Source: an optimization exercise on an open RTL-to-GDS flow (aim: small area, a short achievable clock period and few clock cycles). Production flows keep margins and buffers that such runs may drop. The RTL was checked by simulation tests, not by an equivalence proof against the original design. Power figures rest on the tool's default switching activity, not on a simulated workload.

==> run a <==
==> flow/design.v <==
package aether_pkg;
  localparam int DATA_W    = 16;
  localparam int WGT_W     = 8;
  localparam int WGT_DEPTH = 36;   
  localparam int BUF_DEPTH = 64;
  localparam int MEM_DEPTH = 256;
  localparam int BANKS     = 8;    
  localparam logic [15:0] VERSN_VALUE = 16'h6C00;
  localparam logic [15:0] HWRID_VALUE = 16'hB2E9;
  localparam logic [3:0] OP_RDR  = 4'd1;
  localparam logic [3:0] OP_WRR  = 4'd2;
  localparam logic [3:0] OP_STRT = 4'd3;
  localparam logic [3:0] OP_CONT = 4'd4;
  localparam logic [3:0] OP_MOVE = 4'd5;
  localparam logic [3:0] OP_CWGT = 4'd6;
  localparam logic [3:0] OP_RDW  = 4'd7;
endpackage
`timescale 1ns/100ps
module aether_engine (
  input  logic        clk_i,
  input  logic        arst_n_i,
  input  logic [3:0]  instruction_i,
  input  logic [3:0]  param_1_i,
  input  logic [15:0] param_2_i,
  output logic [15:0] data_o,
  output logic        interrupt_o
);
  localparam int BANKS = aether_pkg::BANKS;
  logic [3:0]  op_q;
  logic [3:0]  sel_q;
  logic [15:0] arg_q;
  logic [35:0] wsel_q;    
  always_ff @(posedge clk_i or negedge arst_n_i)
  begin
    if (!arst_n_i)
      op_q <= '0;
    else
      op_q <= instruction_i;
  end
  always_ff @(posedge clk_i)
  begin
    sel_q  <= param_1_i;
    arg_q  <= param_2_i;
    wsel_q <= 36'(64'd1 << param_2_i[5:0]);
  end
  logic is_wr, is_cont;
  assign is_wr   = (op_q == aether_pkg::OP_WRR);
  assign is_cont = (op_q == aether_pkg::OP_CONT);
  logic [15:0] mstrt_q, mstrt_d;
  logic [15:0] mendd_q, mendd_d;
  logic [2:0]  bcfg1_q, bcfg1_d;    
  logic [5:0]  wptr_q;
  always_comb
  begin
    mstrt_d = mstrt_q;
    mendd_d = mendd_q;
    bcfg1_d = bcfg1_q;
    if (is_wr)
    begin
      case (sel_q)
        4'd2: mstrt_d = arg_q;
        4'd3: mendd_d = arg_q;
        4'd4: bcfg1_d = (arg_q > 16'd4) ? 3'd4 : arg_q[2:0];
        default: ;
      endcase
    end
  end
  always_ff @(posedge clk_i or negedge arst_n_i)
  begin
    if (!arst_n_i)
    begin
      mstrt_q <= '0;
      mendd_q <= '0;
      bcfg1_q <= 3'd4;
    end
    else
    begin
      mstrt_q <= mstrt_d;
      mendd_q <= mendd_d;
      bcfg1_q <= bcfg1_d;
    end
  end
  always_ff @(posedge clk_i or negedge arst_n_i)
  begin
    if (!arst_n_i)
      wptr_q <= '0;
    else if (op_q == aether_pkg::OP_STRT)
      wptr_q <= '0;
    else if (is_cont)
      wptr_q <= wptr_q + 6'd1;
  end
  logic [7:0] last_d, last_q;    
  logic [7:0] lastw_q;           
  logic [7:0] last;              
  logic [7:0] lastw_d;
  logic       wrm;               
  logic       z_q, zw_q;         
  logic [1:0] lend_d;            
  logic       busy_q, busy_d;
  logic       load_q;            
  logic [4:0] left_q;
  logic       fin_q;             
  logic [1:0] lchunk_q;          
  logic       early;             
  logic       early_q;
  logic       mearly;            
  logic       mearly_q;
  logic       start_move;
  logic       start_load;
  logic       do_move;
  logic       do_load;
  logic       doing;
  logic [4:0] left;
  logic       final_;
  logic       adv;               
  assign last_d = mendd_d[7:0] - mstrt_d[7:0];
  always_comb
  begin
    case (bcfg1_d)
      3'd1:    lend_d = 2'd0;
      3'd2:    lend_d = 2'd1;
      3'd3:    lend_d = 2'd1;
      default: lend_d = 2'd2;
    endcase
  end
  assign early = (instruction_i == aether_pkg::OP_CWGT) && !busy_q && !early_q &&
                 !(is_wr && (sel_q == 4'd2)) && (op_q != aether_pkg::OP_MOVE) &&
                 (bcfg1_d != 3'd0);
  assign mearly = (instruction_i == aether_pkg::OP_MOVE) && !busy_q && !early_q && !mearly_q &&
                  !(is_wr && (sel_q == 4'd2)) && !is_cont &&
                  (op_q != aether_pkg::OP_MOVE) && (op_q != aether_pkg::OP_CWGT);
  assign wrm     = is_wr && (sel_q == 4'd3);
  assign last    = wrm ? lastw_q : last_q;
  assign lastw_d = param_2_i[7:0] - mstrt_d[7:0];
  assign start_move = mearly || ((op_q == aether_pkg::OP_MOVE) && !mearly_q);
  assign start_load = early || ((op_q == aether_pkg::OP_CWGT) && !early_q && (bcfg1_q != 3'd0));
  assign do_move    = busy_q ? !load_q : start_move;
  assign do_load    = busy_q ? load_q  : start_load;
  assign doing      = busy_q || start_move || start_load;
  assign left       = busy_q ? left_q : (start_load ? 5'(lend_d) : last[7:3]);
  assign final_     = busy_q ? fin_q  : (start_load ? (lend_d == 2'd0) : (wrm ? zw_q : z_q));
  assign adv        = doing && !final_;
  always_ff @(posedge clk_i or negedge arst_n_i)
  begin
    if (!arst_n_i)
    begin
      busy_q      <= 1'b0;
      load_q      <= 1'b0;
      left_q      <= '0;
      fin_q       <= 1'b0;
      lchunk_q    <= '0;
      early_q     <= 1'b0;
      mearly_q    <= 1'b0;
      last_q      <= '0;
      lastw_q     <= '0;
      z_q         <= 1'b1;
      zw_q        <= 1'b1;
      interrupt_o <= 1'b0;
    end
    else
    begin
      busy_q      <= adv;
      if (doing)
        load_q    <= do_load;
      left_q      <= left - 5'd1;
      fin_q       <= (left == 5'd1);
      lchunk_q    <= adv ? lchunk_q + 2'd1 : 2'd0;
      early_q     <= early;
      mearly_q    <= mearly;
      last_q      <= last_d;
      lastw_q     <= lastw_d;
      z_q         <= (last_d[7:3] == 5'd0);
      zw_q        <= (lastw_d[7:3] == 5'd0);
      interrupt_o <= adv && (left != 5'd1);
    end
  end
  logic [31:0] row_q [BANKS];
  logic        tail  [BANKS];
  for (genvar b = 0; b < BANKS; b++)
  begin : g_row
    logic [2:0] off_d;
    logic       tail_q;
    logic       tailw_q;
    assign off_d   = 3'(b) - mstrt_d[2:0];
    assign tail[b] = wrm ? tailw_q : tail_q;
    always_ff @(posedge clk_i or negedge arst_n_i)
    begin
      if (!arst_n_i)
      begin
        tail_q  <= (b == 0);
        tailw_q <= (b == 0);
      end
      else
      begin
        tail_q  <= (off_d <= last_d[2:0]);
        tailw_q <= (off_d <= lastw_d[2:0]);
      end
    end
    always_ff @(posedge clk_i)
    begin
      if (adv)
        row_q[b] <= {row_q[b][30:0], row_q[b][31]};
      else
        row_q[b] <= 32'd1 << 5'(mstrt_d[7:3] + 5'(b < mstrt_d[2:0]));
    end
  end
  logic [15:0] bdat [BANKS];    
  logic [15:0] wdat [BANKS];    
  for (genvar b = 0; b < BANKS; b++)
  begin : g_buf
    logic [15:0] mem_q [8];
    logic [7:0]  csel_q;    
    always_ff @(posedge clk_i)
    begin
      if (adv)
        csel_q <= {csel_q[6:0], csel_q[7]};
      else
        csel_q <= 8'd1;
    end
    always_ff @(posedge clk_i)
    begin
      if (is_cont && (wptr_q[2:0] == 3'(b)))
        mem_q[wptr_q[5:3]] <= arg_q;
    end
    always_comb
    begin
      bdat[b] = '0;
      for (int r = 0; r < 8; r++)
        bdat[b] |= mem_q[r] & {16{csel_q[r]}};
    end
  end
  logic [2:0]  s;
  logic [2:0]  sw_q;
  logic [15:0] wrot1 [BANKS];
  logic [15:0] wrot2 [BANKS];
  assign s = mstrt_q[2:0];
  always_ff @(posedge clk_i or negedge arst_n_i)
  begin
    if (!arst_n_i)
      sw_q <= '0;
    else
      sw_q <= 3'd0 - mstrt_d[2:0];
  end
  for (genvar b = 0; b < BANKS; b++)
  begin : g_wdat
    assign wrot1[b] = sw_q[0] ? bdat[(b + 1) % 8]  : bdat[b];
    assign wrot2[b] = sw_q[1] ? wrot1[(b + 2) % 8] : wrot1[b];
    assign wdat[b]  = sw_q[2] ? wrot2[(b + 4) % 8] : wrot2[b];
  end
  logic [15:0] rdat [BANKS];    
  logic [15:0] rd_q [BANKS];    
  logic [15:0] ldat [BANKS];    
  for (genvar b = 0; b < BANKS; b++)
  begin : g_bank
    logic [15:0] mem_q [32];
    logic        we;
    assign we = do_move && (!final_ || tail[b]);
    for (genvar r = 0; r < 32; r++)
    begin : g_word
      always_ff @(posedge clk_i)
      begin
        if (we && row_q[b][r])
          mem_q[r] <= wdat[b];
      end
    end
    always_comb
    begin
      rdat[b] = '0;
      for (int r = 0; r < 32; r++)
        rdat[b] |= mem_q[r] & {16{row_q[b][r]}};
    end
  end
  for (genvar b = 0; b < BANKS; b++)
  begin : g_rd
    always_ff @(posedge clk_i)
    begin
      rd_q[b] <= rdat[b];
    end
  end
  logic [15:0] lrot1 [BANKS];
  logic [15:0] lrot2 [BANKS];
  for (genvar b = 0; b < BANKS; b++)
  begin : g_ldat
    assign lrot1[b] = s[0] ? rd_q[(b + 1) % 8]  : rd_q[b];
    assign lrot2[b] = s[1] ? lrot1[(b + 2) % 8] : lrot1[b];
    assign ldat[b]  = s[2] ? lrot2[(b + 4) % 8] : lrot2[b];
  end
  logic [7:0] wgt_q [aether_pkg::WGT_DEPTH];
  logic [7:0] wgt_d [aether_pkg::WGT_DEPTH];
  logic [3:0] vld_q;
  logic [5:0] total;
  logic       wpend_q;     
  logic [1:0] wchunk_q;
  assign total = 6'(bcfg1_q) * 6'd9;
  always_ff @(posedge clk_i or negedge arst_n_i)
  begin
    if (!arst_n_i)
    begin
      wpend_q  <= 1'b0;
      wchunk_q <= '0;
    end
    else
    begin
      wpend_q  <= do_load;
      wchunk_q <= lchunk_q;
    end
  end
  always_ff @(posedge clk_i or negedge arst_n_i)
  begin
    if (!arst_n_i)
      vld_q <= '0;
    else if (do_load)
      for (int g = 0; g < 4; g++)
        if (3'(g) < bcfg1_d)
          vld_q[g] <= 1'b1;
  end
  for (genvar i = 0; i < aether_pkg::WGT_DEPTH; i++)
  begin : g_wgt
    logic we;
    assign we       = wpend_q && (wchunk_q == 2'(i / 16)) && (6'(i) < total);
    assign wgt_d[i] = !we ? wgt_q[i] :
                      (i % 2 == 0) ? ldat[(i / 2) % 8][7:0] : ldat[(i / 2) % 8][15:8];
    always_ff @(posedge clk_i)
    begin
      wgt_q[i] <= wgt_d[i];
    end
  end
  logic [15:0] reg_rdata;
  logic [7:0]  wgt_rdata;
  always_comb
  begin
    case (sel_q)
      4'd0:    reg_rdata = aether_pkg::VERSN_VALUE;
      4'd1:    reg_rdata = aether_pkg::HWRID_VALUE;
      4'd2:    reg_rdata = mstrt_q;
      4'd3:    reg_rdata = mendd_q;
      4'd4:    reg_rdata = 16'(bcfg1_q);
      default: reg_rdata = '0;
    endcase
  end
  always_comb
  begin
    wgt_rdata = '0;
    for (int i = 0; i < aether_pkg::WGT_DEPTH; i++)
      wgt_rdata |= wgt_d[i] & {8{wsel_q[i] & vld_q[i / 9]}};
  end
  always_ff @(posedge clk_i or negedge arst_n_i)
  begin
    if (!arst_n_i)
      data_o <= '0;
    else if (op_q == aether_pkg::OP_RDR)
      data_o <= reg_rdata;
    else if (op_q == aether_pkg::OP_RDW)
      data_o <= {{8{wgt_rdata[7]}}, wgt_rdata};
  end
endmodule
==> flow/run.sh <==
#!/bin/bash
# synth_recipe.tcl (not shown) runs the flow's synth.tcl, then flattens the netlist and writes it again
# the make line also repeats each setting of config.mk as NAME=value (left out here)
make -C /OpenROAD-flow-scripts/flow DESIGN_CONFIG=/design/flow/config.mk WORK_HOME=/design/flow/orfs CLKGATE_MAP_FILE= SYNTH_SCRIPT=/design/flow/synth_recipe.tcl finish
==> flow/config.mk <==
export PLATFORM = sky130hd
export DESIGN_NAME = aether_engine
export DESIGN_NICKNAME = aether_engine
export VERILOG_FILES = /design/flow/design.v
export SDC_FILE = /design/flow/constraint.sdc
export NUM_CORES = 4
export LEC_CHECK = 0
export CAP_MARGIN = 20
export CORE_MARGIN = 2
export CORE_UTILIZATION = 55
export CTS_CLUSTER_DIAMETER = 75
export CTS_CLUSTER_SIZE = 26
export SETUP_SLACK_MARGIN = 4.6
export SLEW_MARGIN = 20
export TNS_END_PERCENT = 5
==> flow/constraint.sdc <==
create_clock -name core_clock -period 8.0 [get_ports {clk_i}]
set_input_delay 1.6000 -clock core_clock [delete_from_list [all_inputs] [get_ports {clk_i}]]
set_output_delay 1.6000 -clock core_clock [all_outputs]
set_load 0.01 [all_outputs]
==> run b (differences from run a) <==
--- a/flow/design.v
+++ b/flow/design.v
@@ -50,4 +50,5 @@
   logic [15:0] mendd_q, mendd_d;
   logic [2:0]  bcfg1_q, bcfg1_d;    
+  logic [2:0]  bcfgw_q;             
   logic [5:0]  wptr_q;
   always_comb
@@ -61,5 +62,5 @@
         4'd2: mstrt_d = arg_q;
         4'd3: mendd_d = arg_q;
-        4'd4: bcfg1_d = (arg_q > 16'd4) ? 3'd4 : arg_q[2:0];
+        4'd4: bcfg1_d = bcfgw_q;
         default: ;
       endcase
@@ -73,4 +74,5 @@
       mendd_q <= '0;
       bcfg1_q <= 3'd4;
+      bcfgw_q <= 3'd4;
     end
     else
@@ -79,14 +81,32 @@
       mendd_q <= mendd_d;
       bcfg1_q <= bcfg1_d;
+      bcfgw_q <= (param_2_i > 16'd4) ? 3'd4 : param_2_i[2:0];
     end
   end
+  logic [5:0] wptr_d;
+  logic [7:0] bwe_q;     
+  logic [7:0] brow_q;    
+  always_comb
+  begin
+    wptr_d = wptr_q;
+    if (op_q == aether_pkg::OP_STRT)
+      wptr_d = '0;
+    else if (is_cont)
+      wptr_d = wptr_q + 6'd1;
+  end
   always_ff @(posedge clk_i or negedge arst_n_i)
   begin
     if (!arst_n_i)
+    begin
       wptr_q <= '0;
-    else if (op_q == aether_pkg::OP_STRT)
-      wptr_q <= '0;
-    else if (is_cont)
-      wptr_q <= wptr_q + 6'd1;
+      bwe_q  <= '0;
+      brow_q <= '0;
+    end
+    else
+    begin
+      wptr_q <= wptr_d;
+      bwe_q  <= (instruction_i == aether_pkg::OP_CONT) ? 8'd1 << wptr_d[2:0] : 8'd0;
+      brow_q <= 8'd1 << wptr_d[5:3];
+    end
   end
   logic [7:0] last_d, last_q;    
@@ -94,4 +114,6 @@
   logic [7:0] last;              
   logic [7:0] lastw_d;
+  logic [7:0] lasts_q;           
+  logic       wrs;               
   logic       wrm;               
   logic       z_q, zw_q;         
@@ -113,6 +135,7 @@
   logic [4:0] left;
   logic       final_;
+  logic       mv_final;          
   logic       adv;               
-  assign last_d = mendd_d[7:0] - mstrt_d[7:0];
+  assign last_d = wrs ? lasts_q : (wrm ? lastw_q : last_q);
   always_comb
   begin
@@ -130,4 +153,5 @@
                   !(is_wr && (sel_q == 4'd2)) && !is_cont &&
                   (op_q != aether_pkg::OP_MOVE) && (op_q != aether_pkg::OP_CWGT);
+  assign wrs     = is_wr && (sel_q == 4'd2);
   assign wrm     = is_wr && (sel_q == 4'd3);
   assign last    = wrm ? lastw_q : last_q;
@@ -141,4 +165,5 @@
   assign final_     = busy_q ? fin_q  : (start_load ? (lend_d == 2'd0) : (wrm ? zw_q : z_q));
   assign adv        = doing && !final_;
+  assign mv_final   = busy_q ? fin_q : (wrm ? zw_q : z_q);
   always_ff @(posedge clk_i or negedge arst_n_i)
   begin
@@ -154,4 +179,5 @@
       last_q      <= '0;
       lastw_q     <= '0;
+      lasts_q     <= '0;
       z_q         <= 1'b1;
       zw_q        <= 1'b1;
@@ -170,4 +196,5 @@
       last_q      <= last_d;
       lastw_q     <= lastw_d;
+      lasts_q     <= mendd_d[7:0] - param_2_i[7:0];
       z_q         <= (last_d[7:3] == 5'd0);
       zw_q        <= (lastw_d[7:3] == 5'd0);
@@ -177,4 +204,32 @@
   logic [31:0] row_q [BANKS];
   logic        tail  [BANKS];
+  logic [31:0] base0_d;          
+  logic [31:0] base1_d;          
+  logic [31:0] oh_q;             
+  logic [31:0] ohs_q;            
+  logic [7:0]  lt_q;             
+  logic [7:0]  lts_q;            
+  always_ff @(posedge clk_i or negedge arst_n_i)
+  begin
+    if (!arst_n_i)
+    begin
+      oh_q  <= 32'd1;
+      ohs_q <= 32'd1;
+      lt_q  <= '0;
+      lts_q <= '0;
+    end
+    else
+    begin
+      oh_q  <= base0_d;
+      ohs_q <= 32'd1 << param_2_i[7:3];
+      for (int b = 0; b < BANKS; b++)
+      begin
+        lt_q[b]  <= (3'(b) < mstrt_d[2:0]);
+        lts_q[b] <= (3'(b) < param_2_i[2:0]);
+      end
+    end
+  end
+  assign base0_d = wrs ? ohs_q : oh_q;
+  assign base1_d = {base0_d[30:0], base0_d[31]};
   for (genvar b = 0; b < BANKS; b++)
   begin : g_row
@@ -202,5 +257,5 @@
         row_q[b] <= {row_q[b][30:0], row_q[b][31]};
       else
-        row_q[b] <= 32'd1 << 5'(mstrt_d[7:3] + 5'(b < mstrt_d[2:0]));
+        row_q[b] <= (wrs ? lts_q[b] : lt_q[b]) ? base1_d : base0_d;
     end
   end
@@ -218,8 +273,11 @@
         csel_q <= 8'd1;
     end
-    always_ff @(posedge clk_i)
-    begin
-      if (is_cont && (wptr_q[2:0] == 3'(b)))
-        mem_q[wptr_q[5:3]] <= arg_q;
+    for (genvar r = 0; r < 8; r++)
+    begin : g_word
+      always_ff @(posedge clk_i)
+      begin
+        if (bwe_q[b] && brow_q[r])
+          mem_q[r] <= arg_q;
+      end
     end
     always_comb
@@ -255,5 +313,5 @@
     logic [15:0] mem_q [32];
     logic        we;
-    assign we = do_move && (!final_ || tail[b]);
+    assign we = do_move && (!mv_final || tail[b]);
     for (genvar r = 0; r < 32; r++)
     begin : g_word
==> flow/flow/run.sh (new file) <==
#!/bin/bash
# The standard layout (standard.sh, all steps from synthesis to finish), with
# one change: after the placement resize step, every buffer that the flow put
# on a signal port is made a buf_4 (flow/ports.tcl), in place of the small
# delay buffers the port buffering picks. The full output of the make run is
# in standard.log; each ORFS step keeps its own log under orfs/logs/.
set -euo pipefail
export POST_RESIZE_TCL="$PWD/flow/ports.tcl"
bash standard.sh > standard.log 2>&1
==> flow/flow/ports.tcl (new file) <==
# Run after the placement resize step (POST_RESIZE_TCL): every buffer on a
# signal port (not the clock) becomes a buf_4.
set block [ord::get_db_block]
set n 0
foreach bterm [$block getBTerms] {
  if {[$bterm getName] eq "clk_i"} { continue }
  set net [$bterm getNet]
  if {$net eq "NULL"} { continue }
  foreach iterm [$net getITerms] {
    set inst [$iterm getInst]
    set m [[$inst getMaster] getName]
    if {[regexp {^sky130_fd_sc_hd__(clkdlybuf4s|dlygate4sd|buf_|clkbuf_)} $m] && $m ne "sky130_fd_sc_hd__buf_4"} {
      replace_cell [$inst getName] sky130_fd_sc_hd__buf_4
      incr n
    }
  }
}
puts "ports.tcl: replaced $n port buffers with buf_4"
==> flow/standard.sh (new file) <==
#!/bin/bash
# synth_recipe.tcl (not shown) runs the flow's synth.tcl, then flattens the netlist and writes it again
# the make line also repeats each setting of config.mk as NAME=value (left out here)
make -C /OpenROAD-flow-scripts/flow DESIGN_CONFIG=/design/flow/config.mk WORK_HOME=/design/flow/orfs CLKGATE_MAP_FILE= SYNTH_SCRIPT=/design/flow/synth_recipe.tcl "${@:-finish}"
Settings changed: SETUP_SLACK_MARGIN 4.6 to 4.7.
removed: flow/run.sh
==> comparison table <==
quantity	run a	run b
Outcome	no timing/DRC/antenna violations	no timing/DRC/antenna violations
#MultiIn Comb	6,442	6,995
DRC marker count from the first detailed-route iteration	25,900	27,100
Fraction of synthesized cell area taken by the top area cell type	68.3%	67.4%
Number of sequential cells in the layout	6,023	6,133
Total global routing track utilization	38.0%	40.9%
Buffer share of cell area	2.29%	3.08%
Share of synthesized cell area in and, or, nand and nor gates	4.97%	6.00%
Adder-Cell Fraction of Synth Area	0.396%	0.303%
Largest net degree at the start of global routing	136	170
Relative contribution of combinational cells to total power	24.4%	32.3%
Initial antenna violation count	91	105
Post-route non-filler standard cell count	19,100	20,000
Number of distinct library cells after synthesis	95	90
Testbench counts of run a, summed over its fixed seeds: cycles 5,495.
Testbench counts of run b, summed over its fixed seeds: cycles 5,495.

==> re-timing with driven ports <==
The results above use ideal ports. As a check the final layouts listed here were re-extracted and re-timed, cells and wires unchanged. Step 1: set_driving_cell puts a clkbuf_16 on clk_i and a buf_2 on each other input, an assumption about the parent block. Step 2 moves the port delays by t, midway between the first and last clock arrival at a register: inputs arrive t later, outputs are due t later. That takes back most of the time a late clock gives input paths. a / b / c = no drivers / after step 1 / after step 2; a / b = the first two.
run	t (ns)	slack for setup (ns)	hold slack, ns	worst register clock-pin slew, ns	worst data-port slew with drivers (ns)
run a	1.113	4.310 / 4.180 / 3.360	0.423 / 0.423 / 0.423	0.11 / 0.11	0.22
run b	1.114	4.403 / 4.344 / 3.397	0.406 / 0.406 / 0.406	0.11 / 0.11	0.05
After both steps setup and hold are still met in every run listed. The setup slack of run b, which loses most, moves by -0.059 ns with the drivers and by -1.006 ns with both steps.
